Background: an optimization exercise with open tools, aiming at a short achievable clock period and few clock cycles per item. Do not read the settings as production practice.
In this exercise RTL edits were held to simulation tests only and were not proved equivalent to the original.
The clock cells of runs 3 to 6 come from the design's own scripts or RTL, not from TritonCTS.
The clock input has no modelled driver; a real chip could not lean on it and would need a root buffer or a full tree.
Power and IR drop assume default switching activity.

==> design.v <==
module mem_issue_sched #(
  parameter int NLD = 4,
  parameter int NST = 4
) (
  input  logic        clock,
  input  logic        resetn,
  input  logic        alloc_valid,
  input  logic        alloc_store,
  input  logic [31:0] alloc_address,
  input  logic [31:0] alloc_data,
  input  logic [4:0]  alloc_dst,
  output logic        rs_lok,
  output logic        rs_sok,
  output logic        rs_free,
  output logic        mem_req,
  output logic        mem_we,
  output logic [31:0] mem_addr,
  output logic [31:0] mem_wdata,
  input  logic        mem_ack,
  input  logic [31:0] mem_rdata,
  output logic [63:0] out_databus,
  output logic        write_databus,
  output logic [4:0]  out_dst,
  output logic [31:0] out_dst_data,
  output logic        write_dst
);
  localparam int NQ = NLD + NST + 1;   
  localparam int NU = NLD + NST;
  logic        q_st   [NQ];
  logic [31:0] q_addr [NQ];
  logic [31:0] q_data [NQ];
  logic [4:0]  q_dst  [NQ];
  logic [NQ-1:0] wp_q, rp_q;           
  logic           hvn_q;
  logic [NU-1:1]  u_q;
  logic [NU-1:0]  u, u_d;
  logic [NLD-1:0] ld_q, ld_d;
  logic [NST-1:0] st_q, st_d;
  logic           cln_q, cst_q;
  logic        mem_req_q, mem_we_q;
  logic [31:0] mem_addr_q, mem_wdata_q;
  logic        write_databus_q, write_dst_q;
  logic        cmp_st_q;
  logic [31:0] cmp_addr_q, out_dst_data_q;
  logic [4:0]  out_dst_q;
  logic        rs_lok_q, rs_sok_q, rs_free_q;
  logic acc, acc_ld, acc_st, xfer;
  logic        cu_st, nx_st;
  logic [31:0] cu_addr, cu_data, nx_addr, nx_data;
  logic [4:0]  cu_dst, nx_dst;
  logic        tk_st, ht_st;
  logic [31:0] tk_addr, tk_data, ht_addr, ht_data;
  always_comb begin
    acc_ld = alloc_valid & ~alloc_store & ~ld_q[NLD-1];
    acc_st = alloc_valid & alloc_store & ~st_q[NST-1];
    acc    = alloc_valid & (alloc_store ? ~st_q[NST-1] : ~ld_q[NLD-1]);
    u      = {u_q, ~hvn_q};
    xfer   = u[0] & mem_ack;
    for (int k = 0; k < NU; k++)
      u_d[k] = acc ? ((k == 0) ? 1'b1 : (mem_ack ? u[k] : u[k-1]))
                   : (mem_ack ? ((k == NU - 1) ? 1'b0 : u[k+1]) : u[k]);
    for (int k = 0; k < NLD; k++)
      ld_d[k] = acc_ld ? (!cln_q ? ld_q[k] : ((k == 0) ? 1'b1 : ld_q[k-1]))
                       : (!cln_q ? ((k == NLD - 1) ? 1'b0 : ld_q[k+1]) : ld_q[k]);
    for (int k = 0; k < NST; k++)
      st_d[k] = acc_st ? (cst_q ? st_q[k] : ((k == 0) ? 1'b1 : st_q[k-1]))
                       : (cst_q ? ((k == NST - 1) ? 1'b0 : st_q[k+1]) : st_q[k]);
    cu_st   = 1'b0;
    cu_addr = '0;
    cu_data = '0;
    cu_dst  = '0;
    nx_st   = 1'b0;
    nx_addr = '0;
    nx_data = '0;
    nx_dst  = '0;
    for (int i = 0; i < NQ; i++) begin
      if (rp_q[i]) begin
        cu_st   = cu_st   | q_st[i];
        cu_addr = cu_addr | q_addr[i];
        cu_data = cu_data | q_data[i];
        cu_dst  = cu_dst  | q_dst[i];
      end
      if (rp_q[(i + NQ - 1) % NQ]) begin
        nx_st   = nx_st   | q_st[i];
        nx_addr = nx_addr | q_addr[i];
        nx_data = nx_data | q_data[i];
        nx_dst  = nx_dst  | q_dst[i];
      end
    end
    tk_st   = u[1] ? nx_st   : alloc_store;
    tk_addr = u[1] ? nx_addr : alloc_address;
    tk_data = u[1] ? nx_data : alloc_data;
    ht_st   = u[0] ? cu_st   : alloc_store;
    ht_addr = u[0] ? cu_addr : alloc_address;
    ht_data = u[0] ? cu_data : alloc_data;
  end
  always_ff @(posedge clock) begin
    for (int i = 0; i < NQ; i++)
      if (wp_q[i]) begin
        q_st[i]   <= alloc_store;
        q_addr[i] <= alloc_address;
        q_data[i] <= alloc_data;
        q_dst[i]  <= alloc_dst;
      end
  end
  always_ff @(posedge clock) begin
    mem_we_q       <= mem_ack ? tk_st   : ht_st;
    mem_addr_q     <= mem_ack ? tk_addr : ht_addr;
    mem_wdata_q    <= mem_ack ? tk_data : ht_data;
    cmp_st_q       <= cu_st;
    cmp_addr_q     <= cu_addr;
    out_dst_q      <= cu_dst;
    out_dst_data_q <= mem_rdata;
  end
  always_ff @(posedge clock) begin
    if (!resetn) begin
      wp_q            <= NQ'(1);
      rp_q            <= NQ'(1);
      hvn_q           <= 1'b1;
      u_q             <= '0;
      ld_q            <= '0;
      st_q            <= '0;
      cln_q           <= 1'b1;
      cst_q           <= 1'b0;
      mem_req_q       <= 1'b0;
      write_databus_q <= 1'b0;
      write_dst_q     <= 1'b0;
      rs_lok_q        <= 1'b1;
      rs_sok_q        <= 1'b1;
      rs_free_q       <= 1'b1;
    end else begin
      if (acc)  wp_q <= {wp_q[NQ-2:0], wp_q[NQ-1]};
      if (xfer) rp_q <= {rp_q[NQ-2:0], rp_q[NQ-1]};
      hvn_q           <= ~u_d[0];
      u_q             <= u_d[NU-1:1];
      ld_q            <= ld_d;
      st_q            <= st_d;
      cln_q           <= ~(xfer & ~cu_st);
      cst_q           <= xfer & cu_st;
      mem_req_q       <= u_d[0];
      write_databus_q <= xfer;
      write_dst_q     <= xfer & ~cu_st;
      rs_lok_q        <= ~ld_d[NLD-1];
      rs_sok_q        <= ~st_d[NST-1];
      rs_free_q       <= ~ld_d[0] & ~st_d[0];
    end
  end
  assign rs_lok        = rs_lok_q;
  assign rs_sok        = rs_sok_q;
  assign rs_free       = rs_free_q;
  assign mem_req       = mem_req_q;
  assign mem_we        = mem_we_q;
  assign mem_addr      = mem_addr_q;
  assign mem_wdata     = mem_wdata_q;
  assign write_databus = write_databus_q;
  assign out_databus   = {14'h0, cmp_st_q, ~cmp_st_q, 16'h0, cmp_addr_q};
  assign write_dst     = write_dst_q;
  assign out_dst       = out_dst_q;
  assign out_dst_data  = out_dst_data_q;
endmodule
==> run.sh <==
#!/bin/bash
# synth_recipe.tcl (not shown) runs the flow's synth.tcl, then flattens the netlist and writes it again
# the make line also repeats each setting of config.mk as NAME=value (left out here)
make -C /OpenROAD-flow-scripts/flow DESIGN_CONFIG=/design/flow/config.mk WORK_HOME=/design/flow/orfs CLKGATE_MAP_FILE= SYNTH_SCRIPT=/design/flow/synth_recipe.tcl finish
==> config.mk <==
export PLATFORM = sky130hd
export DESIGN_NAME = mem_issue_sched
export DESIGN_NICKNAME = mem_issue_sched
export VERILOG_FILES = /design/flow/design.v
export SDC_FILE = /design/flow/constraint.sdc
export NUM_CORES = 4
export LEC_CHECK = 0
export ABC_CLOCK_PERIOD_IN_PS = 1500
export CAP_MARGIN = 20
export CORE_MARGIN = 2
export CORE_UTILIZATION = 65
export SETUP_SLACK_MARGIN = 5
export SLEW_MARGIN = 20
==> constraint.sdc <==
create_clock -name core_clock -period 6.5 [get_ports {clock}]
set_input_delay 1.3000 -clock core_clock [delete_from_list [all_inputs] [get_ports {clock}]]
set_output_delay 1.3000 -clock core_clock [all_outputs]
set_load 0.01 [all_outputs]
==> results by group, run 1 <==
Status
  – Status: finished clean

Setup path
  – Reg2reg setup slack: between 4 and 5 ns
  – CP max stage delay: 0.34 ns
  – FF-to-FF Start: rp_q[0]$_SDFFE_PN1P_
  – CP max stage cell: dfxtp_2
  – Crit path cell chain: buf_8
  – CP Data Arrival Time: around 1.1 ns
  – Critical Path Start: mem_we_q$_DFF_P_
  – R2R Path End: mem_wdata_q[2]$_DFF_P_
  – CP required: about 5.2 ns
  – Register-to-Register Path Depth: 8
  – CP Depth: 1
  – Crit Path Class: flip-flop to primary output
  – Largest fanout on the critical path: 1
  – WP buf/inv: 1
  – CP endpoint: mem_we
  – Worst setup SP type: flip-flop
  – CP top delay family: flip-flops
  – CP Capture Type: primary output

Detailed routing
  – Vias/cell: approximately 7.9
  – Initial drt markers: 5507
  – WL final: about 120 mm
  – WL/cell: around 36 um
  – Pre-antenna DRT Iters: 10
  – DRC Markers: 0
  – Routed vias: ~26000
  – Post-DRT Antenna Nets: 0

Timing
  – Fin. Hold Viols: 0
  – Max Freq: between 400 and 500 MHz
  – Fin. max-slew vios: 0
  – Final setup fails: 0
  – Crit share post-route: a little under two fifths
  – Rel. slew slack: about half
  – Setup ws final: just over 4 ns
  – Worst slew pin tran: 0.777 ns
  – Tmin final: about 2.4 ns
  – Clock Skews: 0.0320 ns
  – Final setup TNS: 0 ns
  – RSZ-0062 raised after global routing: true

Clock tree
  – CTS Buf Count: 81
  – Htree depth: 3
  – Worst-skew pair later-pin latency: between 0.6 and 0.7 ns
  – CTS tree: built
  – Clock sink count: between 800 and 900
  – # hold bufs at CTS: 0
  – Worst-path clk slew: around 0.07 ns
  – Clock Tree Buf Depth: 3
  – Cell chosen for the clock root: clkbuf_16

Floorplanning
  – Number of I/O pins: 278
  – Overall die area: approximately 50000 um2
  – Die Wd: 224 um
  – Die height: between 200 and 250 um
  – Starting density of the core: ~66%
  – Core Area: between 40000 and 50000 um2
  – Site row count: 80

Placement
  – Final HPWL DP: ~42 mm
  – Post-DP Area: roughly 35000 um2
  – Pre-CTS setup slack: between 2 and 3 ns
  – Port bufs: about 250
  – Gpl congestion: just over 0.8

Global route
  – Largest net degree at the start of global routing: 78
  – Initial antenna violation count: 13
  – Grt total ovfl: 0
  – First-pass GRT wire length: roughly 160 mm
  – Total global-route track usage: between 40% and 50%
  – Vias in the first global route: ~25000

Finish
  – Nets: about 2700
  – Syn-to-layout area delta: 32.6%
  – FF+latch area: between 20000 and 25000 um2
  – Fill cell count: ~2000
  – Design Area, Final: roughly 42000 um2
  – Fraction of layout cells with a size suffix above 1: between 30 and 40%
  – Area occupied by multi-input gates: roughly 9300 um2

Logic synthesis
  – Number of synthesized flops with an enable pin: 630
  – Cell area after synthesis: 31500 um2
  – Avg Inst Size Synth: about 14 um2
  – Post-Synthesis Cells: around 2200
  – Post-synth top flop: edfxtp_1
  – Post-synthesis mux area share: under 10%
  – Main combinational cell family by area after synthesis: compound AO/OA/AOI/OAI gates
  – Synth Area in Compound Gates: approximately 17%
  – Asr flop ratio synth: 0%
  – Synth unique cells: 46
  – Post-Synth Adder-Cell Area: 0%
  – XOR/XNOR Fraction of Synth Area: less than 1%
  – Number of synthesized register bits: about 810
  – Register area share after synthesis: between 70% and 80%
  – Simple-gate area share of the yosys netlist: roughly 6.5%
  – Yosys warning total: 5

Power and ir drop
  – Leak Pwr: roughly 14 nW
  – Power density cells: between 200 and 300 nW/um2
  – Max IR drop VDD: approximately 0.29 mV

Worst hold path
  – Hold Crit Class: flip-flop to flip-flop
  – Min-delay src: q_dst[3][1]$_DFFE_PP_

Job
  – Max-cap viol count: 0
## metrics by stage
step | utilization, % | power, mW | hold WS (ns) | cells
after floorplan | - | 6.34 | 0.435 | 2269
after global placement | 72.3 | 6.71 | 0.451 | 2943
after detailed placement | 72.3 | 6.73 | 0.455 | 2943
after CTS | 85.2 | 11.5 | 0.468 | 3240
after global routing | 87.4 | 11.9 | 0.495 | 3288
final | 87.4 | 11.7 | 0.469 | 3294
## cell families (layout without fill, tap and decap cells)
group | Yosys count | after routing
other | 1 | 40
XOR/XNOR | 3 | 3
buffers and inverters | 225 | 624
multiplexers | 41 | 41
flip-flops | 807 | 807
AO/OA/AOI/OAI | 739 | 739
AND/OR/NAND/NOR | 424 | 425
## state kept, by name, summed over array words and instances, names as in the netlist, 4 cells and up
signal	count
q_st	9
cmp_addr_q	32
u_q	7
mem_wdata_q	32
out_dst_data_q	32
mem_addr_q	32
st_q	4
q_dst	45
rp_q	9
out_dst_q	5
q_data	288
q_addr	288
ld_q	4
wp_q	9
## routing by layer
layer	track usage (%)	up-vias	routed length [um]
met5	0	-	50
met4	31.3	8	10100
met3	12.7	772	19100
met2	67.0	3021	53300
met1	54.3	12200	37200
li1	-	9836	-
## synthesized netlist by cell type, types with 22 or more instances
master | count | area (um2)
nand4_1 | 128 | 801
a222oi_1 | 38 | 380
dfxtp_1 | 177 | 3540
nor2b_1 | 32 | 200
buf_4 | 32 | 240
nand2_1 | 176 | 661
mux2i_1 | 41 | 410
o22ai_1 | 38 | 238
a22oi_1 | 489 | 3670
o21ai_0 | 68 | 340
buf_2 | 77 | 385
o32ai_1 | 31 | 272
edfxtp_1 | 630 | 18900
a211oi_1 | 32 | 240
nor2_1 | 67 | 251
clkbuf_1 | 83 | 312
buf_1 | 22 | 82.6
## power by group
group | switching (mW) | internal [mW]
clock | 2.00 | 2.70
combinational | 0.570 | 0.537
sequential | 0.136 | 5.76
total | 2.71 | 9.00
## tightest hold or removal path: stages (launching register included)
cell      delay, ns
edfxtp_1       0.32
a22oi_1        0.06
nand3_1        0.06
## repair_timing
item | in CTS | in global routing
endpoints found under the setup margin | 1306 | 385
gates resized for setup | 1122 | 114
cloned | 39 | 9
buffers inserted | 108 | 35
pin swaps | 168 | 107
## area by class of cell
type,instances,share of cell area [%]
clock buffers,125,5.74
multi-input cells,1238,22.2
clock inverters,25,0.566
inverters,9,0.0808
flip-flops and latches,807,54.3
diodes,10,0.0598
repair buffers,465,15.2
well taps,615,1.84
## worst min-delay path by stage
stage                           endpoint  slack [ns]  cells past startpoint
floorplan            u_q[7]$_SDFFE_PN0P_        0.44                      2
global placement      ld_q[1]$_SDFF_PN0_        0.45                      2
detailed placement  out_dst_q[1]$_DFF_P_        0.45                      2
CTS                  u_q[7]$_SDFFE_PN0P_        0.47                      2
global route        out_dst_q[1]$_DFF_P_        0.50                      2
finish              out_dst_q[1]$_DFF_P_        0.47                      2
## cell usage in the layout (no fill, tap or decap), types with 10 or more instances in the layout
cell             instances
buf_8                   14
nand2_1                165
dfxtp_1                 16
buf_4                   64
clkbuf_16               94
clkdlybuf4s50_1         32
edfxtp_1               630
clkbuf_1                29
buf_16                  54
o21ai_2                 14
nor2b_1                 31
clkbuf_8                10
a22oi_2                 74
conb_1                  30
o22ai_1                 34
dfxtp_2                140
a222oi_1                38
nand4_1                128
mux2i_1                 37
o32ai_2                 31
a21boi_1                15
buf_12                  41
o21ai_0                 44
a211oi_2                32
buf_6                  176
nor2_1                  52
nor2_2                  14
dfxtp_4                 21
clkdlybuf4s15_1         14
a22oi_1                415
diode_2                 10
dlygate4sd2_1           44
o21ai_1                 10
Testbench counts, summed over its fixed seeds: cycles 3,216, items 3,200.
==> run 2, diff against run 1 <==
--- a/config.mk
+++ b/config.mk
@@ -9,5 +9,5 @@
 export CAP_MARGIN = 20
 export CORE_MARGIN = 2
-export CORE_UTILIZATION = 65
+export CORE_UTILIZATION = 40
 export SETUP_SLACK_MARGIN = 5
 export SLEW_MARGIN = 20
==> results by group, run 2 <==
Clock tree
  – # hold bufs at CTS: 0
  – Worst-skew pair later-pin latency: 0.64 ns
  – Worst-path clk slew: 0.06 ns
  – Htree depth: 3
  – CTS tree: built
  – Clock Tree Buf Depth: 3
  – Cell chosen for the clock root: clkbuf_16
  – Clock sink count: ~810
  – CTS Buf Count: a little under 90

Logic synthesis
  – Synth top cells by count: edfxtp_1 (630), a22oi_1 (489), dfxtp_1 (177), nand2_1 (176), nand4_1 (128)
  – Asr flop ratio synth: 0%
  – Avg Inst Size Synth: roughly 14 um2
  – Synth top area share: approximately three fifths
  – Largest area contributor in the netlist: edfxtp_1
  – Yosys warning total: 5
  – Post-Synthesis Cells: roughly 2200
  – Post-synth top flop: edfxtp_1
  – Synth unique cells: 46
  – Top-count cell post-synth: edfxtp_1
  – Largest cells by area after synthesis: edfxtp_1 (60%), a22oi_1 (12%), dfxtp_1 (11%), nand4_1 (2.5%), nand2_1 (2.1%)
  – Number of synthesized register bits: approximately 800
  – Cell area after synthesis: 31500 um2
  – Number of synthesized flops with an enable pin: 630
  – Register area share after synthesis: approximately 70%

Timing
  – Fin. Hold Viols: 0
  – Final setup fails: 0
  – Rel. slew slack: between 60% and 70%
  – Clock Skews: around 0.035 ns
  – Fin. max-slew vios: 0
  – RSZ-0062 raised after global routing: true
  – Final setup TNS: 0 ns
  – Crit share post-route: between 30% and 40%
  – Tmin final: 2.44 ns
  – Worst slew pin tran: 0.525 ns
  – Max Freq: 411 MHz

Setup path
  – FF-to-FF Start: rp_q[0]$_SDFFE_PN1P_
  – Largest fanout on the critical path: 1
  – CP top delay family: flip-flops
  – CP Capture Type: primary output
  – CP Data Arrival Time: ~1.1 ns
  – WP buf/inv: 1
  – Worst setup SP type: flip-flop
  – CP required: around 5.2 ns
  – Crit Path Class: flip-flop to primary output
  – CP max stage cell: dfxtp_4
  – CP max stage delay: approximately 0.4 ns
  – Crit path cell chain: buf_6
  – Critical Path Start: mem_we_q$_DFF_P_

Floorplanning
  – Site row count: just over 100
  – Die height: approximately 280 um
  – Number of I/O pins: between 200 and 300
  – Core Area: about 80000 um2
  – Starting density of the core: between 40% and 50%
  – Die Wd: approximately 280 um
  – Overall die area: around 80000 um2

Power and ir drop
  – Leak Pwr: between 10 and 15 nW
  – Power density cells: around 280 nW/um2
  – Max IR drop VDD: 0.204 mV

Detailed routing
  – DRC Markers: 0
  – WL/cell: 33.3 um
  – Vias/cell: 6.53
  – WL final: between 100 and 150 mm
  – Routed vias: 24500
  – Post-DRT Antenna Nets: 0
  – Pre-antenna DRT Iters: 6
  – Initial drt markers: 4050

Status
  – Status: finished clean

Worst hold path
  – Min-delay src: q_dst[3][3]$_DFFE_PP_
  – Hold Crit Class: flip-flop to flip-flop

Placement
  – Post-DP Area: around 35000 um2
  – Gpl congestion: between 0.7 and 0.8
  – Final HPWL DP: 45.4 mm
  – Port bufs: between 200 and 250

Global route
  – Largest net degree at the start of global routing: between 50 and 60
  – Grt total ovfl: 0
  – Initial antenna violation count: 12
  – Vias in the first global route: 24100
  – Total global-route track usage: around 29%
  – First-pass GRT wire length: 170 mm

Finish
  – Area occupied by multi-input gates: slightly above 9000 um2
  – Design Area, Final: 43100 um2
  – Largest regs: q_addr (288), q_data (288), q_dst (45)
  – Nets: roughly 2700
  – Syn-to-layout area delta: 36.7%
  – Fraction of layout cells with a size suffix above 1: about a third
  – FF+latch area: between 20000 and 25000 um2
  – Fill cell count: a little under 6000
  – Highest-count cells in the layout ignoring fill and taps: edfxtp_1 (630), a22oi_1 (412), buf_6 (183)
  – Commonest non-fill, non-tap cell in the layout: edfxtp_1

Job
  – Max-cap viol count: 0
## run 2: cell counts after synthesis
Identical to the previous run, type by type.
## run 2: through the flow
stage                     setup slack [ns]  total power [mW]  instances  util [%]  hold WS, ns
after detailed placement              2.78              6.76       3367      45.3        0.473
after CTS                             4.04              12.0       3682      53.6        0.474
after global routing                  4.04              12.4       3747      55.4        0.510
final                                 4.06              12.1       3749      55.4        0.471
after global placement                2.88              6.74       3367      45.3        0.449
after floorplan                       4.22              6.34       2269         -        0.435
## run 2: worst reg2reg max path, cell delays in order, from the launching register on
cell and delay [ns]:
dfxtp_4 0.36, buf_12 0.15, buf_6 0.13, buf_16 0.14, buf_12 0.14, buf_4 0.13, buf_4 0.13, a22oi_2 0.15
nand4_1 0.12, nor2_2 0.16, o22ai_1 0.08
## run 2: final timing paths
check	endpoint	slack [ns]	cells past startpoint
min	out_dst_q[3]$_DFF_P_	0.47	2
max	mem_we	4.06	1
max reg2reg	mem_addr_q[22]$_DFF_P_	4.67	10
min reg2reg	out_dst_q[3]$_DFF_P_	0.47	2
## run 2: final cells by class
type                    instances  area share (%)
flip-flops and latches        807            52.8
multi-input cells            1238            21.4
repair buffers                489            15.9
clock buffers                 116            5.57
well taps                    1040            3.02
clock inverters                47            1.23
inverters                       9          0.0784
diodes                          3          0.0174
## run 2: report_power, final
group / leakage, nW / internal [mW] / total, mW / switching [mW]
combinational: 6.01 / 0.534 / 1.09 / 0.552
sequential: 7.27 / 5.76 / 5.89 / 0.131
clock: 1.42 / 3.04 / 5.10 / 2.06
total: 14.7 / 9.34 / 12.1 / 2.75
## run 2: what timing repair did
action,in CTS,in global routing
setup buffers,114,47
pin swaps,108,147
cloned,38,17
setup endpoints to repair,1289,309
gates resized for setup,1071,150
## run 2: routing by layer
layer	vias to the layer above	wire length, um	global-route usage (%)
met4	12	5910	13.1
met1	12300	45600	36.5
met5	-	82	0
met3	390	14600	7.12
li1	9891	-	-
met2	1914	58600	46.3
## run 2: cell families (layout without fill, tap and decap cells)
family	count (synthesis)	after routing	synth area share [%]
and+or+nand+nor	424	425	6.53
DFF	807	807	71.2
buffers and inverters	225	661	3.43
muxes	41	41	1.30
other	1	33	0.0119
AOI/OAI and AO/OA	739	739	17.4
xor gates and xnor gates	3	3	0.0834
==> run 3, diff against run 2 <==
==> flow/run.sh (new file) <==
#!/bin/bash
# Standard ORFS layout, except that the clock tree is built by flow/pre_cts.tcl (a shallow,
# balanced two-level tree) instead of TritonCTS. make's output goes to standard.log; each ORFS
# step keeps its own log under orfs/logs.
set -euo pipefail
here=$(pwd)
bash standard.sh PRE_CTS_TCL="$here/flow/pre_cts.tcl" finish > "$here/standard.log" 2>&1
==> flow/mktree.tcl (new file) <==
# Manual two-level clock tree: clock port -> NROOT root buffers -> leaf buffers -> flip-flops.
# Leaves come from recursive bisection of the flip-flops by location, roots from bisection of leaves.
proc ct_bisect {items maxn} {
  # items: list of {x y payload}; returns list of groups
  if {[llength $items] <= $maxn} { return [list $items] }
  set xs [lmap it $items {lindex $it 0}]
  set ys [lmap it $items {lindex $it 1}]
  set dx [expr {[tcl::mathfunc::max {*}$xs] - [tcl::mathfunc::min {*}$xs]}]
  set dy [expr {[tcl::mathfunc::max {*}$ys] - [tcl::mathfunc::min {*}$ys]}]
  set idx [expr {$dx >= $dy ? 0 : 1}]
  set s [lsort -real -index $idx $items]
  set h [expr {[llength $s] / 2}]
  return [concat [ct_bisect [lrange $s 0 [expr {$h - 1}]] $maxn] [ct_bisect [lrange $s $h end] $maxn]]
}
proc ct_split {items n} {
  # split into exactly n groups (n power of two) by bisection
  if {$n <= 1} { return [list $items] }
  set xs [lmap it $items {lindex $it 0}]
  set ys [lmap it $items {lindex $it 1}]
  set dx [expr {[tcl::mathfunc::max {*}$xs] - [tcl::mathfunc::min {*}$xs]}]
  set dy [expr {[tcl::mathfunc::max {*}$ys] - [tcl::mathfunc::min {*}$ys]}]
  set idx [expr {$dx >= $dy ? 0 : 1}]
  set s [lsort -real -index $idx $items]
  set h [expr {[llength $s] / 2}]
  set m [expr {$n / 2}]
  return [concat [ct_split [lrange $s 0 [expr {$h - 1}]] $m] [ct_split [lrange $s $h end] $m]]
}
proc ct_centroid {items} {
  set sx 0; set sy 0
  foreach it $items { set sx [expr {$sx + [lindex $it 0]}]; set sy [expr {$sy + [lindex $it 1]}] }
  set n [llength $items]
  return [list [expr {int($sx / $n)}] [expr {int($sy / $n)}]]
}
proc ct_build {leafmax nroot leafcell rootcell} {
  set block [ord::get_db_block]
  set db [ord::get_db]
  set clknet [$block findNet clock]
  set sinks {}
  foreach it [$clknet getITerms] {
    set inst [$it getInst]
    set bb [$inst getBBox]
    lappend sinks [list [expr {([$bb xMin] + [$bb xMax]) / 2}] [expr {([$bb yMin] + [$bb yMax]) / 2}] $it]
  }
  puts "CT sinks [llength $sinks]"
  set lmaster [$db findMaster $leafcell]
  set rmaster [$db findMaster $rootcell]
  set groups [ct_bisect $sinks $leafmax]
  puts "CT leaves [llength $groups]"
  set leaves {}
  set i 0
  foreach g $groups {
    set c [ct_centroid $g]
    set inst [odb::dbInst_create $block $lmaster "ctleaf_$i"]
    set w [$lmaster getWidth]
    $inst setLocation [expr {[lindex $c 0] - $w / 2}] [lindex $c 1]
    $inst setPlacementStatus PLACED
    set net [odb::dbNet_create $block "ctleafnet_$i"]
    $net setSigType CLOCK
    foreach s $g { set it [lindex $s 2]; $it disconnect; $it connect $net }
    [$inst findITerm X] connect $net
    lappend leaves [list [lindex $c 0] [lindex $c 1] [$inst findITerm A]]
    incr i
  }
  set rgroups [ct_split $leaves $nroot]
  set j 0
  foreach g $rgroups {
    set c [ct_centroid $g]
    set inst [odb::dbInst_create $block $rmaster "ctroot_$j"]
    $inst setLocation [expr {[lindex $c 0] - [$rmaster getWidth] / 2}] [lindex $c 1]
    $inst setPlacementStatus PLACED
    set net [odb::dbNet_create $block "ctrootnet_$j"]
    $net setSigType CLOCK
    foreach s $g { [lindex $s 2] connect $net }
    [$inst findITerm X] connect $net
    [$inst findITerm A] connect $clknet
    incr j
  }
  $clknet setSigType CLOCK
  puts "CT roots $j"
}
==> flow/pre_cts.tcl (new file) <==
# Runs before ORFS's CTS step: builds a two-level clock tree by hand (clock port -> 4 root
# buffers -> leaf buffers of at most 26 flip-flops each) and turns ORFS's call to
# clock_tree_synthesis into a no-op, so the rest of the step (legalisation, timing repair) runs
# as usual on this tree.
source [file join [file dirname [info script]] mktree.tcl]
ct_build 26 4 sky130_fd_sc_hd__clkbuf_16 sky130_fd_sc_hd__clkbuf_16
proc clock_tree_synthesis {args} { puts "clock_tree_synthesis skipped: manual clock tree built" }
==> standard.sh (new file) <==
#!/bin/bash
# synth_recipe.tcl (not shown) runs the flow's synth.tcl, then flattens the netlist and writes it again
# the make line also repeats each setting of config.mk as NAME=value (left out here)
make -C /OpenROAD-flow-scripts/flow DESIGN_CONFIG=/design/flow/config.mk WORK_HOME=/design/flow/orfs CLKGATE_MAP_FILE= SYNTH_SCRIPT=/design/flow/synth_recipe.tcl "${@:-finish}"
removed: run.sh
==> results by group, run 3 <==
Setup path
  – Largest fanout on the critical path: 2
  – CP Capture Type: primary output
  – R2R Path End: mem_addr_q[10]$_DFF_P_
  – CP Data Arrival Time: between 0.9 and 1 ns
  – Reg2reg setup slack: ~4.7 ns
  – Register-to-Register Path Depth: 8
  – Crit Path Class: flip-flop to primary output
  – CP endpoint: out_databus[48]
  – Worst setup SP type: flip-flop
  – FF-to-FF Start: rp_q[0]$_SDFFE_PN1P_
  – CP required: around 5.2 ns
  – Critical Path Start: cmp_st_q$_DFF_P_

Global route
  – Peak-usage layer in the global routing report: met2
  – Grt total ovfl: 0
  – Vias in the first global route: between 20000 and 25000
  – GR Layer Usage met1: a little over a third
  – Largest net degree at the start of global routing: 74
  – First-pass GRT wire length: around 170 mm
  – Total global-route track usage: 27.7%
  – Met2 GRT Util: around 45%
  – Initial antenna violation count: 0
  – Met3 Resource Use GR: approximately 5.2%

Placement
  – Gpl congestion: around 0.77
  – Final HPWL DP: 45.4 mm
  – Port bufs: 247

Finish
  – FF+latch area: roughly 23000 um2
  – Fill cell count: 5955
  – Nets: approximately 2700
  – Fraction of layout cells with a size suffix above 1: between 30% and 40%
  – Commonest non-fill, non-tap cell in the layout: edfxtp_1
  – Syn-to-layout area delta: 38.1%
  – Area occupied by multi-input gates: approximately 9500 um2
  – Highest-count cells in the layout ignoring fill and taps: edfxtp_1 (630), a22oi_1 (445), buf_6 (198)
  – Largest regs: q_addr (288), q_data (288), q_dst (45)

Power and ir drop
  – Power density cells: ~220 nW/um2
  – Sw Share: between 20% and 30%
  – Max IR drop VDD: 0.144 mV
  – Logic pwr share: between 10% and 20%
  – NetSw: about 2.2 mW
  – Leak Pwr: approximately 15 nW
  – Total power: around 9.7 mW
  – Sequential fraction of design power: about three fifths
  – Clock power share: between 20% and 30%
  – Power Internal: 7.48 mW

Logic synthesis
  – Yosys warning total: 5
  – Largest cells by area after synthesis: edfxtp_1 (60%), a22oi_1 (12%), dfxtp_1 (11%), nand4_1 (2.5%), nand2_1 (2.1%)
  – Avg Inst Size Synth: 14.1 um2
  – Register area share after synthesis: 71.2%
  – Synth top area share: around three fifths
  – Number of synthesized register bits: 807
  – Top-count cell post-synth: edfxtp_1
  – Post-Synthesis Cells: roughly 2200
  – Synth top cells by count: edfxtp_1 (630), a22oi_1 (489), dfxtp_1 (177), nand2_1 (176), nand4_1 (128)
  – Post-synth top flop: edfxtp_1
  – Synth unique cells: 46
  – Number of synthesized flops with an enable pin: between 600 and 700
  – Asr flop ratio synth: 0%
  – Cell area after synthesis: approximately 32000 um2
  – Largest area contributor in the netlist: edfxtp_1

Floorplanning
  – Overall die area: just over 80000 um2
  – Core Area: approximately 78000 um2
  – Site row count: 102
  – Die Wd: roughly 280 um
  – Die height: 285 um
  – Number of I/O pins: around 280
  – Starting density of the core: 40.6%

Clock tree
  – Worst-path clk slew: roughly 0.10 ns
  – Worst-skew pair later-pin latency: roughly 0.40 ns
  – # hold bufs at CTS: 0

Detailed routing
  – Vias/cell: between 6 and 7
  – Initial drt markers: 4010
  – WL final: between 100 and 150 mm
  – DRC Markers: 0
  – Post-DRT Antenna Nets: 0
  – Routed vias: 24300
  – Pre-antenna DRT Iters: 9
  – WL/cell: 33.8 um

Job
  – Max-cap viol count: 0

Timing
  – RSZ-0062 raised after global routing: true
  – Max Freq: 452 MHz
  – Final setup fails: 0
  – Final setup TNS: 0 ns
  – Crit share post-route: around 34%
  – Clock Skews: between 0.02 and 0.025 ns
  – Fin. Hold Viols: 0
  – Tmin final: 2.21 ns
  – Fin. max-slew vios: 0

Status
  – Status: finished clean

Worst hold path
  – Hold Crit Class: flip-flop to flip-flop
  – Worst hold path cell count: 2
  – Min-delay src: q_dst[8][1]$_DFFE_PP_
==> run 3: cell count changes in the layout (fill, tap and decap cells not counted), sizes merged, moves of 15 or more <==
cell	previous run	this run
buf	358	513
bufbuf	18	3
clkbuf	131	51
clkdlybuf4s15	23	0
clkdlybuf4s50	32	0
clkinv	29	0
dlygate4sd2	41	0
==> run 3: worst min path at each step <==
stage / end / slack [ns]
floorplan: u_q[7]$_SDFFE_PN0P_ / 0.44
global placement: ld_q[1]$_SDFF_PN0_ / 0.45
detailed placement: u_q[7]$_SDFFE_PN0P_ / 0.47
CTS: u_q[7]$_SDFFE_PN0P_ / 0.46
global route: out_dst_q[0]$_DFF_P_ / 0.52
finish: out_dst_q[1]$_DFF_P_ / 0.50
==> run 3: metal layers <==
metal | wire [um] | up-vias
met1 | 45500 | 12300
li1 | - | 9794
met2 | 57600 | 1835
met3 | 14400 | 325
met4 | 6370 | 0
met5 | 0 | -
==> run 3: worst max-delay path: stages, from the launching register on <==
cell	delay, ns
dfxtp_2	0.37
inv_2	0.04
buf_6	0.11
==> run 3: logic make-up after synthesis <==
| family | synth area share [%] |
|---|---|
| and+or+nand+nor | 6.53 |
| xor gates and xnor gates | 0.0834 |
| AOI/OAI and AO/OA | 17.4 |
| DFF | 71.2 |
| other | 0.0119 |
| buffers and inverters | 3.43 |
| muxes | 1.30 |
==> run 3: stage by stage <==
stage | area, um2 | setup WS, ns | utilization, % | instances | hold WS [ns]
final | 43500 | 4.29 | 56.0 | 3662 | 0.503
after global routing | 43500 | 4.25 | 56.0 | 3661 | 0.520
after CTS | 41400 | 4.05 | 53.3 | 3569 | 0.458
after detailed placement | 35200 | 2.78 | 45.3 | 3367 | 0.473
after global placement | 35200 | 2.88 | 45.3 | 3367 | 0.449
after floorplan | 32400 | 4.22 | - | 2269 | 0.435
==> run 3: repair_timing <==
item,in CTS,in global routing
setup buffers,71,76
endpoints found under the setup margin,1357,475
gates cloned,95,16
gates resized for setup,1816,207
pin swaps,64,155
==> run 3: area by class of cell <==
type                       count  area share [%]
antenna                        1         0.00575
sequential                   807            52.3
inverter                       9          0.0776
tap                         1040            2.99
timing repair buffer         531            20.7
buffer                        36            2.07
multi-input combinational   1238            21.9
==> run 3: power groups by stage <==
stage,logic (mW),registers [mW],clock network [mW]
after CTS,1.14,6.01,1.87
after detailed placement,0.750,6.01,0
after global routing,1.37,5.89,2.70
final,1.32,5.88,2.50
after floorplan,0.340,6.00,0
after global placement,0.735,6.01,0
==> run 4, diff against run 3 <==
==> design.v (replaced) <==
module mem_issue_sched #(
  parameter int NLD = 4,
  parameter int NST = 4
) (
  input  logic        clock,
  input  logic        resetn,
  input  logic        alloc_valid,
  input  logic        alloc_store,
  input  logic [31:0] alloc_address,
  input  logic [31:0] alloc_data,
  input  logic [4:0]  alloc_dst,
  output logic        rs_lok,
  output logic        rs_sok,
  output logic        rs_free,
  output logic        mem_req,
  output logic        mem_we,
  output logic [31:0] mem_addr,
  output logic [31:0] mem_wdata,
  input  logic        mem_ack,
  input  logic [31:0] mem_rdata,
  output logic [63:0] out_databus,
  output logic        write_databus,
  output logic [4:0]  out_dst,
  output logic [31:0] out_dst_data,
  output logic        write_dst
);
  localparam int NQ = NLD + NST + 1;   
  localparam int NU = NLD + NST;
  logic        q_st   [NQ];
  logic [31:0] q_addr [NQ];
  logic [31:0] q_data [NQ];
  logic [4:0]  q_dst  [NQ];
  logic [NQ-1:0]  wp_l, rp_l;          
  logic [NU-1:0]  u_l;                 
  logic [NLD-1:0] ld_l;                
  logic [NST-1:0] st_l;                
  logic           acc_q, acc_ld_q, acc_st_q, xfer_q, clp_q, csp_q;
  logic [NQ-1:0]  wp, rp;
  logic [NU-1:0]  u;
  logic [NLD-1:0] ld;
  logic [NST-1:0] st;
  logic           lokn_q, sokn_q;      
  logic           cln_q, cs_q;         
  logic        mem_req_q, mem_we_q;
  logic [31:0] mem_addr_q, mem_wdata_q;
  logic        write_databus_q, write_dst_q;
  logic        cmp_st_q, cmp_ld_q;
  logic [31:0] cmp_addr_q, out_dst_data_q;
  logic [4:0]  out_dst_q;
  logic        rs_lok_q, rs_sok_q, rs_free_q;
  logic acc, acc_ld, acc_st, xfer, comp;
  logic ld_full, st_full, free_if_idle;
  logic        cu_st, nx_st;
  logic [31:0] cu_addr, cu_data, nx_addr, nx_data;
  logic [4:0]  cu_dst, nx_dst;
  logic        tk_st, ht_st;
  logic [31:0] tk_addr, tk_data, ht_addr, ht_data;
  always_comb begin
    wp = acc_q  ? {wp_l[NQ-2:0], wp_l[NQ-1]} : wp_l;
    rp = xfer_q ? {rp_l[NQ-2:0], rp_l[NQ-1]} : rp_l;
    for (int k = 0; k < NU; k++)
      u[k] = (acc_q && !xfer_q) ? ((k == 0) ? 1'b1 : u_l[k-1])
           : (xfer_q && !acc_q) ? ((k == NU - 1) ? 1'b0 : u_l[k+1])
           : u_l[k];
    for (int k = 0; k < NLD; k++)
      ld[k] = (acc_ld_q && !clp_q) ? ((k == 0) ? 1'b1 : ld_l[k-1])
            : (clp_q && !acc_ld_q) ? ((k == NLD - 1) ? 1'b0 : ld_l[k+1])
            : ld_l[k];
    for (int k = 0; k < NST; k++)
      st[k] = (acc_st_q && !csp_q) ? ((k == 0) ? 1'b1 : st_l[k-1])
            : (csp_q && !acc_st_q) ? ((k == NST - 1) ? 1'b0 : st_l[k+1])
            : st_l[k];
    acc_ld = alloc_valid & ~alloc_store & ~lokn_q;
    acc_st = alloc_valid & alloc_store & ~sokn_q;
    acc    = alloc_valid & (alloc_store ? ~sokn_q : ~lokn_q);
    xfer   = u[0] & mem_ack;
    comp   = ~cln_q | cs_q;
    ld_full = (ld[NLD-1] | (ld[NLD-2] & acc_ld)) & cln_q;
    st_full = (st[NST-1] | (st[NST-2] & acc_st)) & ~cs_q;
    free_if_idle = (~ld[0] & ~st[0]) | (comp & ~ld[1] & ~st[1] & (ld[0] ^ st[0]));
    cu_st   = 1'b0;
    cu_addr = '0;
    cu_data = '0;
    cu_dst  = '0;
    nx_st   = 1'b0;
    nx_addr = '0;
    nx_data = '0;
    nx_dst  = '0;
    for (int i = 0; i < NQ; i++) begin
      if (rp[i]) begin
        cu_st   = cu_st   | q_st[i];
        cu_addr = cu_addr | q_addr[i];
        cu_data = cu_data | q_data[i];
        cu_dst  = cu_dst  | q_dst[i];
      end
      if (rp[(i + NQ - 1) % NQ]) begin
        nx_st   = nx_st   | q_st[i];
        nx_addr = nx_addr | q_addr[i];
        nx_data = nx_data | q_data[i];
        nx_dst  = nx_dst  | q_dst[i];
      end
    end
    tk_st   = u[1] ? nx_st   : alloc_store;
    tk_addr = u[1] ? nx_addr : alloc_address;
    tk_data = u[1] ? nx_data : alloc_data;
    ht_st   = u[0] ? cu_st   : alloc_store;
    ht_addr = u[0] ? cu_addr : alloc_address;
    ht_data = u[0] ? cu_data : alloc_data;
  end
  always_ff @(posedge clock) begin
    for (int i = 0; i < NQ; i++)
      if (wp[i]) begin
        q_st[i]   <= alloc_store;
        q_addr[i] <= alloc_address;
        q_data[i] <= alloc_data;
        q_dst[i]  <= alloc_dst;
      end
  end
  always_ff @(posedge clock) begin
    mem_we_q       <= mem_ack ? tk_st   : ht_st;
    mem_addr_q     <= mem_ack ? tk_addr : ht_addr;
    mem_wdata_q    <= mem_ack ? tk_data : ht_data;
    cmp_st_q       <= cu_st;
    cmp_ld_q       <= ~cu_st;
    cmp_addr_q     <= cu_addr;
    out_dst_q      <= cu_dst;
    out_dst_data_q <= mem_rdata;
  end
  always_ff @(posedge clock) begin
    if (!resetn) begin
      wp_l            <= NQ'(1);
      rp_l            <= NQ'(1);
      u_l             <= '0;
      ld_l            <= '0;
      st_l            <= '0;
      acc_q           <= 1'b0;
      acc_ld_q        <= 1'b0;
      acc_st_q        <= 1'b0;
      xfer_q          <= 1'b0;
      clp_q           <= 1'b0;
      csp_q           <= 1'b0;
      lokn_q          <= 1'b0;
      sokn_q          <= 1'b0;
      cln_q           <= 1'b1;
      cs_q            <= 1'b0;
      mem_req_q       <= 1'b0;
      write_databus_q <= 1'b0;
      write_dst_q     <= 1'b0;
      rs_lok_q        <= 1'b1;
      rs_sok_q        <= 1'b1;
      rs_free_q       <= 1'b1;
    end else begin
      wp_l            <= wp;
      rp_l            <= rp;
      u_l             <= u;
      ld_l            <= ld;
      st_l            <= st;
      acc_q           <= acc;
      acc_ld_q        <= acc_ld;
      acc_st_q        <= acc_st;
      xfer_q          <= xfer;
      clp_q           <= ~cln_q;
      csp_q           <= cs_q;
      lokn_q          <= ld_full;
      sokn_q          <= st_full;
      cln_q           <= ~(xfer & ~cu_st);
      cs_q            <= xfer & cu_st;
      mem_req_q       <= acc | u[1] | (u[0] & ~mem_ack);
      write_databus_q <= xfer;
      write_dst_q     <= xfer & ~cu_st;
      rs_lok_q        <= ~ld_full;
      rs_sok_q        <= ~st_full;
      rs_free_q       <= ~acc & free_if_idle;
    end
  end
  assign rs_lok        = rs_lok_q;
  assign rs_sok        = rs_sok_q;
  assign rs_free       = rs_free_q;
  assign mem_req       = mem_req_q;
  assign mem_we        = mem_we_q;
  assign mem_addr      = mem_addr_q;
  assign mem_wdata     = mem_wdata_q;
  assign write_databus = write_databus_q;
  assign out_databus   = {14'h0, cmp_st_q, cmp_ld_q, 16'h0, cmp_addr_q};
  assign write_dst     = write_dst_q;
  assign out_dst       = out_dst_q;
  assign out_dst_data  = out_dst_data_q;
endmodule
==> results by group, run 4 <==
Status
  – Status: finished clean

Logic synthesis
  – Number of synthesized flops with an enable pin: 630
  – Post-synth top flop: edfxtp_1
  – Avg Inst Size Synth: roughly 14 um2
  – Synth top area share: between 50% and 60%
  – Post-Synthesis Cells: 2427
  – Yosys warning total: 5
  – Cell area after synthesis: 33300 um2
  – Number of synthesized register bits: 815
  – Largest cells by area after synthesis: edfxtp_1 (57%), dfxtp_1 (11%), a22oi_1 (6.8%), a221oi_1 (3.6%), a222oi_1 (3.1%)
  – Largest area contributor in the netlist: edfxtp_1
  – Synth unique cells: 44
  – Asr flop ratio synth: 0%
  – Register area share after synthesis: 68.0%
  – Synth top cells by count: edfxtp_1 (630), a22oi_1 (303), dfxtp_1 (185), a221oi_1 (135), nor2_1 (112)
  – Top-count cell post-synth: edfxtp_1

Global route
  – Initial antenna violation count: 14
  – Vias in the first global route: roughly 29000
  – Total global-route track usage: 37.7%
  – Grt total ovfl: 0
  – Largest net degree at the start of global routing: 85
  – First-pass GRT wire length: between 200 and 250 mm

Detailed routing
  – Initial drt markers: approximately 7900
  – Top Layer Used: met5
  – WL final: roughly 180 mm
  – Routed vias: roughly 33000
  – Post-DRT Antenna Nets: 0
  – WL/cell: between 40 and 50 um
  – WL met2: approximately 70 mm
  – Met3 routed WL: 35.2 mm
  – Met1 WL: about 53 mm
  – DRC Markers: 0
  – Pre-antenna DRT Iters: 14
  – Vias/cell: about 8

Power and ir drop
  – Max IR drop VDD: 0.166 mV
  – Total power: approximately 11 mW
  – Power density cells: 217 nW/um2
  – Clock power share: around 24%
  – Logic pwr share: 18.9%
  – NetSw: 2.85 mW
  – Power Internal: roughly 8 mW
  – Leak Pwr: between 15 and 20 nW
  – Sw Share: a little over a quarter
  – Sequential fraction of design power: a little under three fifths

Clock tree
  – Worst-skew pair later-pin latency: 0.42 ns
  – Worst-path clk slew: 0.12 ns

Setup path
  – Largest fanout on the critical path: 8
  – CP required: a little under 7 ns
  – CP max stage cell: a222oi_1
  – CP Data Arrival Time: around 3.0 ns
  – Crit path cell chain: buf_12, buf_4, buf_16, buf_12, mux2_8, buf_16, a222oi_1, o211ai_1, nor2_1, o32ai_1
  – CP Capture Type: flip-flop
  – CP max stage delay: 0.46 ns
  – CP top delay family: compound AO/OA/AOI/OAI gates
  – WP buf/inv: 5
  – Worst setup SP type: flip-flop
  – Crit Path Class: flip-flop to flip-flop

Placement
  – Port bufs: between 200 and 250
  – Final HPWL DP: between 50 and 60 mm
  – Gpl congestion: approximately 0.83
  – Pre-CTS setup slack: roughly 2.5 ns

Timing
  – Tmin final: 2.73 ns
  – Hold_ws: roughly 0.50 ns
  – Crit share post-route: approximately 42%
  – Fin. Hold Viols: 0
  – Worst slew pin tran: a little over 0.8 ns
  – Clock Skews: about 0.037 ns
  – Setup ws final: 3.77 ns
  – RSZ-0062 raised after global routing: true
  – Fin. max-slew vios: 0
  – Final setup fails: 0
  – Max Freq: ~370 MHz
  – Rel. slew slack: a little under half
  – Final setup TNS: 0 ns

Finish
  – Highest-count cells in the layout ignoring fill and taps: edfxtp_1 (630), a22oi_1 (270), buf_6 (230)
  – Syn-to-layout area delta: 48.1%
  – Commonest non-fill, non-tap cell in the layout: edfxtp_1
  – Largest regs: q_addr (288), q_data (288), q_dst (45)
  – Fraction of layout cells with a size suffix above 1: 40.2%
  – Nets: 3166

Floorplanning
  – Site row count: approximately 110
  – Die Wd: between 200 and 300 um
  – Overall die area: between 80000 and 90000 um2
  – Number of I/O pins: 278
  – Starting density of the core: 40.5%
  – Core Area: 82200 um2
  – Die height: between 200 and 300 um

Job
  – Max-cap viol count: 0

Worst hold path
  – Hold Crit Class: flip-flop to flip-flop
[run 4: final timing paths]
kind                            cells after the start                        from  slack (ns)               endpoint
worst min-delay path                                2       q_dst[0][3]$_DFFE_PP_        0.50   out_dst_q[3]$_DFF_P_
worst max register to register                     10  write_databus_q$_SDFF_PN0_        3.77  mem_addr_q[6]$_DFF_P_
worst max-delay path                               10  write_databus_q$_SDFF_PN0_        3.77  mem_addr_q[6]$_DFF_P_
worst min register to register                      2       q_dst[0][3]$_DFFE_PP_        0.50   out_dst_q[3]$_DFF_P_
[run 4: per-layer routing]
metal	up-vias	GRT usage, %
met2	4127	54.8
met5	-	1.08
met4	18	24.7
met3	1449	19.0
met1	15400	43.8
li1	11500	-
[run 4: repair_timing]
item,4_1_cts,5_1_grt
gates resized for setup,1930,186
gates cloned,214,26
setup buffers,219,84
endpoints found under the setup margin,1587,924
pin swaps,124,134
hold buffers,0,0
[run 4: cell families after synthesis]
group           Yosys count  share of synthesized area [%]
compound gates          865                           20.5
flops                   815                           68.0
simple gates            448                           6.59
buf+inv                 264                           3.79
mux                      30                           1.02
fa+ha+maj                 3                          0.113
other cells               1                         0.0113
xor+xnor                  1                         0.0263
[run 4: area by class of cell]
class	count	area, um2
Fill cell	5712	33000
Antenna cell	16	40.0
Tap cell	1070	1340
Timing Repair Buffer	681	10800
Sequential cell	815	22900
Inverter	11	75.1
Multi-Input combinational cell	1510	13200
Buffer	36	901
Timing Repair inverter	2	20.0
[run 4: power by group through the flow]
stage,clock [mW],sequential [mW],combinational [mW]
after CTS,1.87,6.18,1.78
after detailed placement,0,6.15,1.14
after global placement,0,6.15,1.12
final,2.61,6.09,2.02
after global routing,2.74,6.09,2.04
after floorplan,0,6.13,0.571
[run 4: metrics by stage]
step / area, um2 / util [%] / cells
2_1_floorplan: 34300 / - / 2456
3_3_place_gp: 36900 / 44.8 / 3546
3_5_place_dp: 36900 / 44.8 / 3546
4_1_cts: 47100 / 57.3 / 4015
5_1_grt: 49200 / 59.9 / 4128
6_report: 49300 / 59.9 / 4141
[run 4: worst reg2reg max path, delay by kind of cell (launching register included)]
kind / cells / cell delay (ns)
buffers and inverters: 5 / 0.73
AO/OA/AOI/OAI: 3 / 0.88
flip-flops: 1 / 0.40
multiplexers: 1 / 0.44
AND/OR/NAND/NOR: 1 / 0.16
Testbench counts of run 4, summed over its fixed seeds: cycles 3,216, items 3,200.
==> run 5, diff against run 4 <==
--- a/design.v
+++ b/design.v
@@ -31,10 +31,9 @@
   logic [31:0] q_data [NQ];
   logic [4:0]  q_dst  [NQ];
-  logic [NQ-1:0]  wp_l, rp_l;          
+  logic [NQ-1:0]  wp_q, rp_q;          
   logic [NU-1:0]  u_l;                 
   logic [NLD-1:0] ld_l;                
   logic [NST-1:0] st_l;                
-  logic           acc_q, acc_ld_q, acc_st_q, xfer_q, clp_q, csp_q;
-  logic [NQ-1:0]  wp, rp;
+  logic           acc_q, acc_ld_q, acc_st_q, xfern_q, clp_q, csp_q;
   logic [NU-1:0]  u;
   logic [NLD-1:0] ld;
@@ -57,9 +56,7 @@
   logic [31:0] tk_addr, tk_data, ht_addr, ht_data;
   always_comb begin
-    wp = acc_q  ? {wp_l[NQ-2:0], wp_l[NQ-1]} : wp_l;
-    rp = xfer_q ? {rp_l[NQ-2:0], rp_l[NQ-1]} : rp_l;
     for (int k = 0; k < NU; k++)
-      u[k] = (acc_q && !xfer_q) ? ((k == 0) ? 1'b1 : u_l[k-1])
-           : (xfer_q && !acc_q) ? ((k == NU - 1) ? 1'b0 : u_l[k+1])
+      u[k] = (acc_q && xfern_q) ? ((k == 0) ? 1'b1 : u_l[k-1])
+           : (!xfern_q && !acc_q) ? ((k == NU - 1) ? 1'b0 : u_l[k+1])
            : u_l[k];
     for (int k = 0; k < NLD; k++)
@@ -88,5 +85,5 @@
     nx_dst  = '0;
     for (int i = 0; i < NQ; i++) begin
-      if (rp[i]) begin
+      if (rp_q[i]) begin
         cu_st   = cu_st   | q_st[i];
         cu_addr = cu_addr | q_addr[i];
@@ -94,5 +91,5 @@
         cu_dst  = cu_dst  | q_dst[i];
       end
-      if (rp[(i + NQ - 1) % NQ]) begin
+      if (rp_q[(i + NQ - 1) % NQ]) begin
         nx_st   = nx_st   | q_st[i];
         nx_addr = nx_addr | q_addr[i];
@@ -110,5 +107,5 @@
   always_ff @(posedge clock) begin
     for (int i = 0; i < NQ; i++)
-      if (wp[i]) begin
+      if (wp_q[i]) begin
         q_st[i]   <= alloc_store;
         q_addr[i] <= alloc_address;
@@ -129,6 +126,6 @@
   always_ff @(posedge clock) begin
     if (!resetn) begin
-      wp_l            <= NQ'(1);
-      rp_l            <= NQ'(1);
+      wp_q            <= NQ'(1);
+      rp_q            <= NQ'(1);
       u_l             <= '0;
       ld_l            <= '0;
@@ -137,5 +134,5 @@
       acc_ld_q        <= 1'b0;
       acc_st_q        <= 1'b0;
-      xfer_q          <= 1'b0;
+      xfern_q         <= 1'b1;
       clp_q           <= 1'b0;
       csp_q           <= 1'b0;
@@ -151,6 +148,6 @@
       rs_free_q       <= 1'b1;
     end else begin
-      wp_l            <= wp;
-      rp_l            <= rp;
+      if (acc)  wp_q  <= {wp_q[NQ-2:0], wp_q[NQ-1]};
+      if (xfer) rp_q  <= {rp_q[NQ-2:0], rp_q[NQ-1]};
       u_l             <= u;
       ld_l            <= ld;
@@ -159,5 +156,5 @@
       acc_ld_q        <= acc_ld;
       acc_st_q        <= acc_st;
-      xfer_q          <= xfer;
+      xfern_q         <= ~xfer;
       clp_q           <= ~cln_q;
       csp_q           <= cs_q;
--- a/flow/mktree.tcl
+++ b/flow/mktree.tcl
@@ -14,5 +14,5 @@
 }
 proc ct_split {items n} {
-  # split into exactly n groups (n power of two) by bisection
+  # split into exactly n groups of near-equal size by recursive cuts across the longer side
   if {$n <= 1} { return [list $items] }
   set xs [lmap it $items {lindex $it 0}]
@@ -22,7 +22,7 @@
   set idx [expr {$dx >= $dy ? 0 : 1}]
   set s [lsort -real -index $idx $items]
-  set h [expr {[llength $s] / 2}]
   set m [expr {$n / 2}]
-  return [concat [ct_split [lrange $s 0 [expr {$h - 1}]] $m] [ct_split [lrange $s $h end] $m]]
+  set h [expr {int(round(double([llength $s]) * $m / $n))}]
+  return [concat [ct_split [lrange $s 0 [expr {$h - 1}]] $m] [ct_split [lrange $s $h end] [expr {$n - $m}]]]
 }
 proc ct_centroid {items} {
@@ -45,5 +45,5 @@
   set lmaster [$db findMaster $leafcell]
   set rmaster [$db findMaster $rootcell]
-  set groups [ct_bisect $sinks $leafmax]
+  set groups [ct_split $sinks [expr {([llength $sinks] + $leafmax - 1) / $leafmax}]]
   puts "CT leaves [llength $groups]"
   set leaves {}
==> flow/pre_cts.tcl (replaced) <==
# Runs before ORFS's CTS step: builds a two-level clock tree by hand (clock port -> 4 root
# buffers -> leaf buffers of at most 20 flip-flops each) and turns ORFS's call to
# clock_tree_synthesis into a no-op, so the rest of the step (legalisation, timing repair) runs
# as usual on this tree.
source [file join [file dirname [info script]] mktree.tcl]
ct_build 20 4 sky130_fd_sc_hd__clkbuf_16 sky130_fd_sc_hd__clkbuf_16
proc clock_tree_synthesis {args} { puts "clock_tree_synthesis skipped: manual clock tree built" }
==> results by group, run 5 <==
Detailed routing
  – WL/cell: 34.1 um
  – Post-DRT Antenna Nets: 0
  – WL final: between 100 and 150 mm
  – Vias/cell: just under 7
  – Top Layer Used: met5
  – Pre-antenna DRT Iters: 12
  – DRC Markers: 0
  – Routed vias: between 20000 and 25000
  – Met1 WL: 43.2 mm
  – Initial drt markers: ~4200
  – WL met2: ~56 mm
  – Met3 routed WL: roughly 16 mm

Job
  – Max-cap viol count: 0

Floorplanning
  – Overall die area: 82800 um2
  – Number of I/O pins: between 200 and 300
  – Starting density of the core: about two fifths
  – Core Area: 80200 um2
  – Die height: 288 um
  – Die Wd: roughly 290 um
  – Site row count: 104

Worst hold path
  – Worst hold path cell count: 1
  – Hold Crit Class: flip-flop to flip-flop

Logic synthesis
  – Largest cells by area after synthesis: edfxtp_1 (59%), dfxtp_1 (12%), a22oi_1 (4.7%), a222oi_1 (4.2%), a22o_1 (2.8%)
  – Post-synth top flop: edfxtp_1
  – Largest area contributor in the netlist: edfxtp_1
  – Avg Inst Size Synth: roughly 15 um2
  – Synth unique cells: 45
  – Synth top area share: 58.8%
  – Yosys warning total: 5
  – Post-Synthesis Cells: ~2100
  – Number of synthesized register bits: between 800 and 900
  – Synth top cells by count: edfxtp_1 (630), a22oi_1 (203), dfxtp_1 (186), a222oi_1 (134), nor2_1 (108)
  – Asr flop ratio synth: 0%
  – Cell area after synthesis: ~32000 um2
  – Top-count cell post-synth: edfxtp_1
  – Number of synthesized flops with an enable pin: 630
  – Register area share after synthesis: a little over two thirds

Timing
  – Final setup fails: 0
  – Fin. max-slew vios: 0
  – Crit share post-route: about a third
  – Clock Skews: roughly 0.034 ns
  – RSZ-0062 raised after global routing: true
  – Max Freq: approximately 450 MHz
  – Final setup TNS: 0 ns
  – Worst slew pin tran: ~0.56 ns
  – Rel. slew slack: roughly 63%
  – Fin. Hold Viols: 0
  – Tmin final: about 2.2 ns

Setup path
  – Crit Path Class: flip-flop to primary output
  – Largest fanout on the critical path: 1
  – Crit path cell chain: buf_6
  – Register-to-Register Path Depth: 8
  – Worst setup SP type: flip-flop
  – CP required: 5.20 ns
  – CP Depth: 1
  – CP Data Arrival Time: roughly 0.94 ns
  – CP max stage cell: dfxtp_4
  – CP max stage delay: roughly 0.4 ns
  – WP buf/inv: 1
  – CP Capture Type: primary output
  – CP top delay family: flip-flops

Global route
  – Total global-route track usage: between 20% and 30%
  – Initial antenna violation count: 4
  – First-pass GRT wire length: 166 mm
  – Largest net degree at the start of global routing: 77
  – Vias in the first global route: 23600
  – Grt total ovfl: 0

Placement
  – Post-DP Area: 35900 um2
  – Gpl congestion: 0.769
  – Final HPWL DP: 45.5 mm
  – Port bufs: 247

Clock tree
  – Worst-skew pair later-pin latency: ~0.43 ns
  – # hold bufs at CTS: 0
  – Worst-path clk slew: approximately 0.090 ns

Finish
  – Area occupied by multi-input gates: around 9500 um2
  – Nets: roughly 2600
  – Fill cell count: about 6100
  – Final core utilization: between 50% and 60%
  – Largest regs: q_addr (288), q_data (288), q_dst (45)
  – Commonest non-fill, non-tap cell in the layout: edfxtp_1
  – Design Area, Final: between 40000 and 50000 um2
  – FF+latch area: 22900 um2
  – Fraction of layout cells with a size suffix above 1: 38.3%
  – Syn-to-layout area delta: 36.7%
  – Highest-count cells in the layout ignoring fill and taps: edfxtp_1 (630), a22oi_1 (198), buf_6 (197)
  – Ant. Diodes: 0

Power and ir drop
  – Power density cells: between 200 and 250 nW/um2
  – Leak Pwr: 14.9 nW
  – Max IR drop VDD: approximately 0.16 mV

Status
  – Status: finished clean
run 5: cell count changes after synthesis, moves of 19 or more:
cell      previous run  this run
o32ai_2              0        44
a22o_1              84       103
a222oi_1           103       134
o32ai_1             53        21
buf_2               71        48
and4_1               1        92
nand2_1             87        42
nand4_1             46         0
a221oi_1           135       101
o21ai_0             87        67
a21oi_1             39        10
and3_1              82        46
nand3_1             89        11
a22oi_1            303       203
run 5: path summary, 6_finish.rpt:
path	from	endpoint	slack (ns)
worst min-delay path	cln_q$_SDFF_PN1_	rs_lok_q$_SDFF_PN1_	0.46
worst max-delay path	mem_wdata_q[27]$_DFF_P_	mem_wdata[27]	4.26
worst max register to register	acc_q$_SDFF_PN0_	mem_addr_q[30]$_DFF_P_	4.44
worst min register to register	cln_q$_SDFF_PN1_	rs_lok_q$_SDFF_PN1_	0.46
run 5: report_power, final:
part	internal (mW)	switching [mW]
clock	1.23	1.58
combinational	0.928	0.763
sequential	5.84	0.145
total	8.00	2.49
run 5: what timing repair did:
action	CTS	global route
pin swaps	93	88
setup endpoints to repair	1366	506
hold endpoints to repair	0	0
setup buffers	93	41
resized for setup	1859	97
gates cloned	110	16
run 5: worst register-to-register path, stage by stage (launching register included):
cell     delay [ns]
dfxtp_2        0.35
inv_2          0.05
ha_4           0.16
mux2_4         0.32
or2_4          0.36
buf_6          0.18
buf_16         0.15
and3_4         0.17
o32ai_2        0.21
run 5: logic make-up (layout without fill, tap and decap cells):
kind of cell / Yosys count / in the layout / synth area share (%)
and+or+nand+nor: 340 / 348 / 6.46
adders and majority gates: 3 / 3 / 0.117
muxes: 30 / 30 / 0.956
DFF: 816 / 816 / 70.3
AOI/OAI and AO/OA: 695 / 696 / 18.7
xor gates and xnor gates: 1 / 1 / 0.0272
buffers and inverters: 229 / 582 / 3.40
other: 1 / 30 / 0.0116
run 5: layout make-up:
type / count / area share, %
Buffer: 45 / 2.56
Inverter: 10 / 0.122
Multi-Input combinational cell: 1108 / 21.5
Sequential cell: 816 / 52.0
Tap cell: 1060 / 3.01
Timing Repair Buffer: 525 / 20.7
Timing Repair inverter: 2 / 0.0512
run 5: through the flow:
stage,instances,power (mW),hold slack [ns],worst slack [ns]
2_1_floorplan,2144,6.61,0.390,4.37
5_1_grt,3566,10.8,0.479,4.25
3_3_place_gp,3261,7.08,0.428,3.27
4_1_cts,3509,9.79,0.439,4.20
3_5_place_dp,3261,7.10,0.423,3.22
6_report,3566,10.5,0.456,4.26
run 5: routing by layer:
metal | vias to the layer above | track usage, %
met3 | 394 | 5.40
met5 | - | 0
met2 | 2076 | 45.3
met4 | 2 | 12.3
li1 | 9701 | -
met1 | 12100 | 34.9
Testbench counts of run 5, summed over its fixed seeds: cycles 3,216, items 3,200.
==> run 6, diff against run 5 <==
--- a/config.mk
+++ b/config.mk
@@ -9,5 +9,5 @@
 export CAP_MARGIN = 20
 export CORE_MARGIN = 2
-export CORE_UTILIZATION = 40
+export CORE_UTILIZATION = 33
 export SETUP_SLACK_MARGIN = 5
 export SLEW_MARGIN = 20
==> results by group, run 6 <==
Worst hold path
  – Sink of the worst hold path: out_dst_q[1]$_DFF_P_
  – Min-delay src: q_dst[6][1]$_DFFE_PP_
  – Worst hold path cell count: 2
  – Hold Crit Class: flip-flop to flip-flop

Logic synthesis
  – Post-Synthesis Cells: approximately 2100
  – Cell area after synthesis: between 30000 and 40000 um2
  – Register area share after synthesis: 70.3%
  – Largest cells by area after synthesis: edfxtp_1 (59%), dfxtp_1 (12%), a22oi_1 (4.7%), a222oi_1 (4.2%), a22o_1 (2.8%)
  – Number of synthesized register bits: 816
  – Synth unique cells: 45
  – Avg Inst Size Synth: roughly 15 um2
  – Number of synthesized flops with an enable pin: 630
  – Largest area contributor in the netlist: edfxtp_1
  – Top-count cell post-synth: edfxtp_1
  – Synth top area share: about 59%
  – Post-synth top flop: edfxtp_1
  – Yosys warning total: 5
  – Asr flop ratio synth: 0%
  – Synth top cells by count: edfxtp_1 (630), a22oi_1 (203), dfxtp_1 (186), a222oi_1 (134), nor2_1 (108)

Setup path
  – Crit path cell chain: buf_6
  – CP Depth: 1
  – Register-to-Register Path Depth: 8
  – CP top delay family: flip-flops
  – CP Data Arrival Time: between 0.9 and 1 ns
  – WP buf/inv: 1
  – CP Capture Type: primary output
  – CP required: between 5 and 6 ns
  – CP max stage cell: dfxtp_4
  – Crit Path Class: flip-flop to primary output
  – Reg2reg setup slack: ~4.4 ns
  – Worst setup SP type: flip-flop
  – Largest fanout on the critical path: 1
  – R2R Path End: mem_wdata_q[26]$_DFF_P_
  – CP max stage delay: around 0.37 ns
  – FF-to-FF Start: acc_q$_SDFF_PN0_

Finish
  – Post-Layout Cell Count: about 3800
  – Fraction of layout cells with a size suffix above 1: slightly below 40%
  – Largest regs: q_addr (288), q_data (288), q_dst (45)
  – Commonest non-fill, non-tap cell in the layout: edfxtp_1
  – Syn-to-layout area delta: 38.3%
  – Nets: 2611
  – Highest-count cells in the layout ignoring fill and taps: edfxtp_1 (630), a22oi_1 (201), buf_6 (199)

Detailed routing
  – Top Layer Used: met4
  – WL final: ~130 mm
  – Routed vias: 24100
  – WL/cell: ~33 um
  – Initial drt markers: approximately 4700
  – Met1 WL: approximately 45 mm
  – Met3 routed WL: around 15 mm
  – DRC Markers: 0
  – Post-DRT Antenna Nets: 0
  – Pre-antenna DRT Iters: 13
  – Vias/cell: 6.38
  – WL met2: between 50 and 60 mm

Power and ir drop
  – Max IR drop VDD: 0.165 mV
  – Sw Share: 24.1%
  – Leak Pwr: 14.9 nW
  – Logic pwr share: between 10% and 20%
  – NetSw: between 2 and 3 mW
  – Clock power share: 26.8%
  – Sequential fraction of design power: approximately 57%
  – Power density cells: roughly 240 nW/um2
  – Power Internal: roughly 8 mW

Global route
  – First-pass GRT wire length: 170 mm
  – Grt total ovfl: 0
  – Total global-route track usage: between 20 and 25%
  – Largest net degree at the start of global routing: 76
  – Initial antenna violation count: 2
  – Vias in the first global route: 24000

Floorplanning
  – Die Wd: roughly 320 um
  – Core Area: about 97000 um2
  – Site row count: approximately 110
  – Die height: about 320 um
  – Starting density of the core: 33.3%
  – Number of I/O pins: 278
  – Overall die area: between 100000 and 150000 um2

Timing
  – Clock Skews: between 0.03 and 0.04 ns
  – Worst slew pin tran: around 0.62 ns
  – Final setup fails: 0
  – Final setup TNS: 0 ns
  – Hold_ws: approximately 0.47 ns
  – Fin. max-slew vios: 0
  – Max Freq: ~450 MHz
  – RSZ-0062 raised after global routing: true
  – Fin. Hold Viols: 0
  – Setup ws final: 4.27 ns
  – Rel. slew slack: between 50% and 60%
  – Tmin final: 2.23 ns
  – Crit share post-route: 34.3%

Placement
  – Port bufs: 247
  – Placed instance count: 3478
  – Pre-CTS setup slack: around 3.2 ns
  – Gpl congestion: ~0.8
  – Final HPWL DP: between 40 and 50 mm

Clock tree
  – # hold bufs at CTS: 0
  – Worst-path clk slew: 0.09 ns
  – Worst-skew pair later-pin latency: approximately 0.43 ns

Job
  – Max-cap viol count: 0

Status
  – Status: finished clean
==> run 6: cell counts after synthesis <==
Identical to the previous run, type by type.
==> run 6: area by class of cell <==
class,count,area [um2]
well taps,1276,1600
diodes,1,2.50
multi-input cells,1108,9690
plain buffers,45,1130
flip-flops and latches,816,22900
fillers,8127,52200
repair inverters,2,27.5
repair buffers,519,9090
inverters,10,61.3
==> run 6: power groups by stage <==
stage	clock [mW]	sequential (mW)	combinational [mW]
after CTS	2.15	6.11	1.61
final	2.82	6.00	1.72
after floorplan	0	6.10	0.512
after global placement	0	6.11	0.976
after global routing	3.04	6.01	1.79
after detailed placement	0	6.11	1.00
==> run 6: repair_timing <==
action,4_1_cts,5_1_grt
buffers inserted,106,19
gates resized for setup,1931,56
hold endpoints to repair,0,0
gates cloned,108,20
endpoints found under the setup margin,1320,375
pin swaps,68,72
==> run 6: kinds of logic after synthesis <==
logic type | Yosys count | synth area share [%]
multiplexers | 30 | 0.956
XOR/XNOR | 1 | 0.0272
adder cells (fa/ha/maj) | 3 | 0.117
AO/OA/AOI/OAI | 695 | 18.7
AND/OR/NAND/NOR | 340 | 6.46
other | 1 | 0.0116
buffers and inverters | 229 | 3.40
flip-flops | 816 | 70.3
==> run 6: worst max-delay path by stage <==
stage | start | to
2_1_floorplan | resetn | mem_req_q$_SDFF_PN0_
3_3_place_gp | alloc_store | wp_q[0]$_SDFFE_PN1P_
3_5_place_dp | alloc_store | wp_q[0]$_SDFFE_PN1P_
4_1_cts | alloc_valid | mem_req_q$_SDFF_PN0_
5_1_grt | out_dst_q[1]$_DFF_P_ | out_dst[1]
6_report | mem_wdata_q[29]$_DFF_P_ | mem_wdata[29]
==> run 6: stage by stage <==
step	total power, mW	cell area (um2)	util [%]
floorplan	6.61	33100	-
global placement	7.09	36100	37.4
detailed placement	7.11	36100	37.4
CTS	9.88	43700	45.1
global route	10.8	44500	46.1
finish	10.5	44500	46.1
==> run 6: metal layers <==
metal | GRT usage [%] | vias up
li1 | - | 9706
met1 | 29.3 | 12100
met2 | 37.6 | 1958
met3 | 5.00 | 384
met4 | 10.7 | 0
met5 | 0 | -

separate check: timing with driven ports:
The flow's constraints put no driver on any port. The routed layouts listed below were extracted and timed again, unchanged, in two steps.
Step 1 sets driving cells, clkbuf_16 on the clock port and buf_2 on the other inputs (assumed; they add their load-dependent delay and slew).
Step 2 times the ports against the registers' clock, not the clock port: input delays grow and output delays shrink by t, the midpoint of the rising clock arrivals with the driver on.
Slacks: no drivers / after step 1 / after step 2; pairs: no drivers / after step 1.
run	t (ns)	setup WS [ns]	slew violations	max-capacitance violations
run 1	0.694	4.066 / 4.007 / 3.754	0 / 0	0 / 0
run 2	0.692	4.064 / 3.999 / 3.949	0 / 0	0 / 0
run 3	0.538	4.288 / 3.753 / 3.216	0 / 1	0 / 1
run 4	0.557	3.768 / 3.673 / 3.768	0 / 0	0 / 0
run 5	0.562	4.263 / 4.115 / 3.560	0 / 0	0 / 0
run 6	0.561	4.269 / 4.128 / 3.742	0 / 0	0 / 0
After both steps every run listed still meets setup and hold.
